Source: an optimization exercise on an open RTL-to-GDS flow (aim: small area, a short achievable clock period and few clock cycles per item). Production flows keep margins and buffers that such runs may drop. In this exercise RTL edits were held to simulation tests only and were not proved equivalent to the original. Power and IR drop assume default switching activity.

indigo:
## linear_probe_hash_table_core
module linear_probe_hash_table_core #(
  parameter int unsigned TABLE_SIZE = 64
) (
  input  logic       clk_i,
  input  logic       rst_ni,
  input  logic                          in_valid_i,
  output logic                          in_ready_o,
  input  logic                          in_operation_i,
  input  logic [lpht_pkg::KEY_W-1:0]    in_key_i,
  input  logic [lpht_pkg::PAY_W-1:0]    in_payload_i,
  output logic                          out_valid_o,
  input  logic                          out_ready_i,
  output logic [lpht_pkg::STATUS_W-1:0] out_status_o,
  output logic [lpht_pkg::SLOT_W-1:0]   out_slot_o,
  output logic [lpht_pkg::PAY_W-1:0]    out_found_payload_o
);
For scale: roughly 9,900 cells after synthesis, ~4,400 flip-flops.
Settings: LEC_CHECK=0, CAP_MARGIN=20, CORE_MARGIN=2, CORE_UTILIZATION=50, CTS_CLUSTER_DIAMETER=80, CTS_CLUSTER_SIZE=30, SLEW_MARGIN=20, SYNTH_MEMORY_MAX_BITS=8192; clock period 10.0 ns.
standard.sh (not shown) runs the stock make flow with config.mk's settings and CLKGATE_MAP_FILE= SYNTH_SCRIPT=/design/flow/synth_recipe.tcl, a recipe that flattens the netlist after the stock synthesis.
==> flow/flow/run.sh <==
#!/bin/bash
# The standard layout, with timing repair aimed well below the clock period:
# the target period leaves several nanoseconds of slack, which repair would
# otherwise not use. The SDC and everything else are the standard flow's own.
set -euo pipefail
bash standard.sh SETUP_SLACK_MARGIN=6.4 finish > std_flow.log 2>&1
Testbench counts of indigo, summed over its fixed seeds: cycles 2,592, ops 2,560.
Input changes introduced in zinc (baseline for comparison: indigo):
Settings: CORE_UTILIZATION changed from 50 to 60.
==> summary.txt <==
Clock network power of indigo is on par with zinc.
zinc has more setup slack than indigo.
zinc vs indigo, required time at the worst-slack endpoint went down by 0.06 ns.
| number of fill cells in the layout | zinc vs indigo | about 26% lower |
Compared with indigo, zinc shows a lower layout cell share with drive strength beyond 1.
zinc finished every step from synthesis to the final layout, and the layout passed the timing, design-rule and antenna checks.
zinc ended up with a lower clock buffer count than indigo did.
Changes in harbor relative to zinc:
diff --git a/flow/flow/run.sh b/flow/flow/run.sh
--- a/flow/flow/run.sh
+++ b/flow/flow/run.sh
@@ -4,3 +4,3 @@
 # otherwise not use. The SDC and everything else are the standard flow's own.
 set -euo pipefail
-bash standard.sh SETUP_SLACK_MARGIN=6.4 finish > std_flow.log 2>&1
+bash standard.sh SETUP_SLACK_MARGIN=6.7 finish > std_flow.log 2>&1
==> summary.txt <==
As far as count of inverters not on the clock network in the layout goes, harbor and zinc are indistinguishable; the numbers are identical.
In harbor, final area is higher than in zinc.
Looking at post-layout net count across harbor and zinc, the one that comes out lower is zinc.
Post-route fraction of the period consumed by the critical path down 1.4 points in harbor wrt zinc
Core area came out exactly the same in harbor and zinc.
Relative to zinc, the sequential share of cell area of harbor is lower by 1.2 points.
Worst stage delay on the critical path was higher in zinc than in harbor.
harbor vs zinc, wire length after detailed routing went up by 11,000 microns.
Relative to zinc, met1 capacity usage during global routing has decreased by 0.49 points in harbor.
### harbor -> cedar
Settings: swapping 20 for 60 in SLEW_MARGIN.
diff --git a/flow/flow/run.sh b/flow/flow/run.sh
--- a/flow/flow/run.sh
+++ b/flow/flow/run.sh
@@ -4,3 +4,3 @@
 # otherwise not use. The SDC and everything else are the standard flow's own.
 set -euo pipefail
-bash standard.sh SETUP_SLACK_MARGIN=6.7 finish > std_flow.log 2>&1
+bash standard.sh SETUP_SLACK_MARGIN=6.4 finish > std_flow.log 2>&1
==> summary.txt <==
cedar finished end to end and its layout was clean on timing, DRC and antenna. Clock power delta (cedar -> harbor): insignificant. Per the comparison of cedar with harbor, worst setup slack before clock tree synthesis higher, clock network fraction of total power lower. Wire: cedar routes less than harbor. Comparing cedar and harbor, the higher path depth of the worst reg2reg path is on harbor. For the data-path buffer share of cell area in the final layout, cedar came in 0.72 points higher than harbor did.
### cedar -> amber
Settings: SLEW_MARGIN changed from 60 to 20.
diff --git a/flow/flow/run.sh b/flow/flow/run.sh
--- a/flow/flow/run.sh
+++ b/flow/flow/run.sh
@@ -4,3 +4,3 @@
 # otherwise not use. The SDC and everything else are the standard flow's own.
 set -euo pipefail
-bash standard.sh SETUP_SLACK_MARGIN=6.4 finish > std_flow.log 2>&1
+bash standard.sh SETUP_SLACK_MARGIN=6.55 finish > std_flow.log 2>&1
Findings:
Lower global-route usage goes to cedar over amber.
| violation count after the first detailed-routing iteration | cedar vs amber | ≈ equal |
Any difference in total via count in the routed design between amber and cedar is small enough to ignore.
Min area of placed instances across cedar and amber: amber
amber vs cedar — post-layout instance area dropped 2500 sq um.
[compare] base=cedar new=amber: final-layout clock-cell area share barely changed, non-filler instance count after layout barely changed, final period utilization dropped 0.96 points, clock network power climbed about 0.7%.
Relative to cedar, share of total power in combinational logic decreased by 0.5 points in amber.

## separate check: timing with driven ports
In the flow no input, the clock included, has a driving cell. The finished layouts below were timed again as built, in two steps. Step 1, drivers: a clkbuf_16 drives clk_i and a buf_2 each remaining input, both assumed. Step 2, shift: input delay + t, output delay - t, t = (earliest + latest rising clock arrival at the registers) / 2. This alone moves slack from input paths to output paths. a / b / c = no drivers / after step 1 / after step 2; a / b = the first two.
run | t, ns | slack for setup (ns) | clock arrival spread, ns | slew at the worst register clock pin (ns) | worst data-port slew with drivers (ns)
indigo | 1.072 | 6.294 / 6.294 / 5.363 | 0.076 / 0.076 | 0.12 / 0.12 | 0.10
zinc | 1.066 | 6.363 / 6.304 / 5.371 | 0.072 / 0.073 | 0.12 / 0.12 | 0.07
harbor | 1.074 | 6.508 / 6.382 / 5.620 | 0.058 / 0.059 | 0.12 / 0.12 | 0.06
cedar | 1.055 | 6.354 / 6.313 / 5.390 | 0.091 / 0.090 | 0.12 / 0.12 | 0.08
amber | 1.059 | 6.450 / 6.378 / 5.463 | 0.047 / 0.048 | 0.12 / 0.12 | 0.08
After both steps setup and hold are still met in every run listed. The setup slack of zinc, which loses most, moves by -0.059 ns with the drivers and by -0.992 ns with both steps.
